From an optimization exercise on the open Yosys and OpenROAD flow, aimed at small area; shortcuts taken in it are not production practice.
Where RTL was checked, it was by simulation tests only, not by an equivalence proof against the original.
No activity file was given, so power comes from the tool's default toggle rates.

Setup of rev 12:
## pcie_tx
module pcie_tx (
   input  logic                                    pcie_clk,
   input  logic                                    rst_reg,
   input  logic                                    wr_req,
   output logic                                    wr_ack,
   input  logic                                    wr_beat_valid,
   input  logic [pcie_tx_link_pkg::data_w-1:0]     wr_data,
   input  logic [pcie_tx_link_pkg::rem_w-1:0]      wr_rem,
   input  logic                                    wr_sof,
   input  logic                                    wr_eof,
   input  logic [2:0]                               wr_merge,
   input  logic [pcie_tx_link_pkg::mem_addr_w-1:0] wr_mem_addr_hi,
   input  logic [pcie_tx_link_pkg::mem_addr_w-1:0] wr_mem_addr_lo,
   input  logic                                    wr_mem_en_hi,
   input  logic                                    wr_mem_en_lo,
   input  logic                                    rd_req,
   output logic                                    rd_ack,
   input  logic                                    rd_beat_valid,
   input  logic [pcie_tx_link_pkg::data_w-1:0]     rd_data,
   input  logic [pcie_tx_link_pkg::rem_w-1:0]      rd_rem,
   input  logic                                    rd_sof,
   input  logic                                    rd_eof,
   input  logic                                    cm_req,
   output logic                                    cm_ack,
   input  logic                                    cm_beat_valid,
   input  logic [pcie_tx_link_pkg::data_w-1:0]     cm_data,
   input  logic [pcie_tx_link_pkg::rem_w-1:0]      cm_rem,
   input  logic                                    cm_sof,
   input  logic                                    cm_eof,
   input  logic [2:0]                               cm_merge,
   input  logic [pcie_tx_link_pkg::mem_addr_w-1:0] cm_mem_addr_hi,
   input  logic [pcie_tx_link_pkg::mem_addr_w-1:0] cm_mem_addr_lo,
   input  logic                                    cm_mem_en_hi,
   input  logic                                    cm_mem_en_lo,
   output logic [pcie_tx_link_pkg::mem_addr_w-1:0] mem_addr_hi,
   output logic [pcie_tx_link_pkg::mem_addr_w-1:0] mem_addr_lo,
   output logic                                    mem_en_hi,
   output logic                                    mem_en_lo,
   input  logic [pcie_tx_link_pkg::word_w-1:0]     mem_data_hi,
   input  logic [pcie_tx_link_pkg::word_w-1:0]     mem_data_lo,
   output logic [pcie_tx_link_pkg::data_w-1:0]     tx_data,
   output logic [pcie_tx_link_pkg::rem_w-1:0]      tx_rem,
   output logic                                    tx_sof,
   output logic                                    tx_eof,
   output logic                                    tx_valid,
   input  logic                                    tx_ready,
   input  logic [pcie_tx_arb_pkg::num_src-1:0]     tx_buf_av,
   input  logic                                    bus_master_en,
   output logic                                    tx_stall,
   output logic [31:0]                             stat_word_cnt,
   output logic [31:0]                             stat_wr_cnt,
   output logic [31:0]                             stat_rd_cnt,
   output logic [31:0]                             stat_cm_cnt
);
Size: about 470 flip-flops, roughly 590 I/O pins, ~0.017 mm² of cells after synthesis.
==> module tx_cnt32, before the edit <==
module tx_cnt32 (
   input  logic        pcie_clk,
   input  logic        rst_reg,
   input  logic        inc,
   output logic [31:0] cnt
);
   logic [31:0] c;
   logic [3:0]  blk_ci;
   assign blk_ci[0] = inc;
   assign blk_ci[1] = blk_ci[0] & (&cnt[7:0]);
   assign blk_ci[2] = blk_ci[1] & (&cnt[15:8]);
   assign blk_ci[3] = blk_ci[2] & (&cnt[23:16]);
   always_comb
      for (int i = 0; i < 32; i++)
         c[i] = (i % 8 == 0) ? blk_ci[i / 8] : (c[i-1] & cnt[i-1]);
   always_ff @(posedge pcie_clk) begin
      if (rst_reg) cnt <= '0;
      else         cnt <= cnt ^ c[31:0];
   end
endmodule
export LEC_CHECK = 0
export ABC_AREA = 1
export CAP_MARGIN = 20
export CORE_MARGIN = 2
export CORE_UTILIZATION = 60
export SLEW_MARGIN = 20
create_clock -name core_clock -period 4.0 [get_ports {pcie_clk}]
standard.sh (not shown) runs the stock make flow with config.mk's settings and CLKGATE_MAP_FILE= SYNTH_SCRIPT=/design/flow/synth_recipe.tcl, a recipe that flattens the netlist after the stock synthesis.
==> flow/flow/run.sh <==
#!/bin/bash
# Standard ORFS layout with three changes:
#  - synthesis maps with an area-oriented ABC script (choice network + amap) in place of
#    ORFS's abc_area.script; registers are untouched, only the combinational mapping differs,
#  - the port buffers are the smallest buffer, sky130_fd_sc_hd__buf_1,
#  - the clock tree uses small clock buffers and no dummy loads.
# All of ORFS's output goes to flow_standard.log; each step's own log is under orfs/logs/.
set -euo pipefail
mkdir -p scripts_area
cp -r "$FLOW_HOME"/scripts/. scripts_area/
printf 'strash\ndch -f\namap\ntopo\nstime -c\n' > scripts_area/abc_area.script
export SCRIPTS_DIR="$PWD/scripts_area"
export BUFFER_PORTS_ARGS="-buffer_cell sky130_fd_sc_hd__buf_1"
export CTS_ARGS="-sink_clustering_enable -repair_clock_nets -dont_use_dummy_load -buf_list sky130_fd_sc_hd__clkbuf_4 -sink_clustering_size 10 -sink_clustering_max_diameter 40"
bash standard.sh > flow_standard.log 2>&1
diff inputs: rev 12 => rev 13
--- a/flow/design.v
+++ b/flow/design.v
@@ -302,18 +302,22 @@
    input  logic        inc,
    output logic [31:0] cnt
 );
-   logic [31:0] c;
-   logic [3:0]  blk_ci;
-   assign blk_ci[0] = inc;
-   assign blk_ci[1] = blk_ci[0] & (&cnt[7:0]);
-   assign blk_ci[2] = blk_ci[1] & (&cnt[15:8]);
-   assign blk_ci[3] = blk_ci[2] & (&cnt[23:16]);
-   always_comb
+   localparam int G = 4;
+   logic [31:0]     pre;
+   logic [32/G-1:0] grp;
+   logic [31:0]     c;
+   always_comb begin
+      grp[0] = 1'b1;
+      for (int k = 1; k < 32 / G; k++)
+         grp[k] = grp[k-1] & (&cnt[G*(k-1) +: G]);
       for (int i = 0; i < 32; i++)
-         c[i] = (i % 8 == 0) ? blk_ci[i / 8] : (c[i-1] & cnt[i-1]);
+         pre[i] = (i % G == 0) ? grp[i / G] : (pre[i-1] & cnt[i-1]);
+      c = pre & {32{inc}};
+   end
    always_ff @(posedge pcie_clk) begin
       if (rst_reg) cnt <= '0;
-      else         cnt <= cnt ^ c[31:0];
+      else
+         for (int i = 0; i < 32; i++) cnt[i] <= c[i] ? ~cnt[i] : cnt[i];
    end
 endmodule
 module tx_stats (
As of rev 13, maximum number of pins on one net before global-route repair had fallen by more than 10% compared to rev 12.
Slack of the critical path for rev 13: 380 ps down relative to rev 12
Going from rev 12 to rev 13, number of distinct standard cells referenced by the synthesized netlist grew by more than a quarter.
Comparing rev 13 and rev 12, the higher critical path data arrival time was measured on rev 13.
Of rev 13 and rev 12, rev 12 shows the lower post-route clock period utilization, with rev 13 above it.
Compared with rev 12, rev 13 shows synthesized area per cell that has gone down by more than 10%.
Summary: with rev 12 as the reference, net total in the final layout in rev 13 moved up slightly.
Rev 12 has a lower final wirelength than rev 13.
Changes observed in rev 13 relative to rev 12: global-route wire length before repair +3.6 mm, combinational power decreased by about 20% relative to the old numbers, filler cell count went down.
Comparing net switching component of the power for rev 13 and rev 12, the smaller number came from rev 13.
Rev 13 vs. rev 12: cell area saw a decrease; power saw a decrease.
Only the layout flow was run in rev 12; the RTL was not checked for function there.

## afterwards: timing with drivers on the ports
The flow's constraints put no driver on any port. The routed layouts listed below were extracted and timed again, unchanged, in two steps. Step 1 assumes that a clkbuf_16 drives the clock port and a buf_2 every other input. Step 2 times the ports against the registers' clock, not the clock port: input delays grow and output delays shrink by t, the midpoint of the rising clock arrivals with the driver on. a / b / c = ideal / step 1 / step 2; a / b = the first two.
run	t, ns	setup WS [ns]	hold slack, ns	worst register clock-pin slew, ns
rev 12	0.758	0.895 / 0.895 / 0.895	0.307 / 0.298 / 0.339	0.11 / 0.11
rev 13	0.738	0.518 / 0.518 / 0.518	0.322 / 0.355 / 0.370	0.12 / 0.12
After both steps every run listed still meets setup and hold.
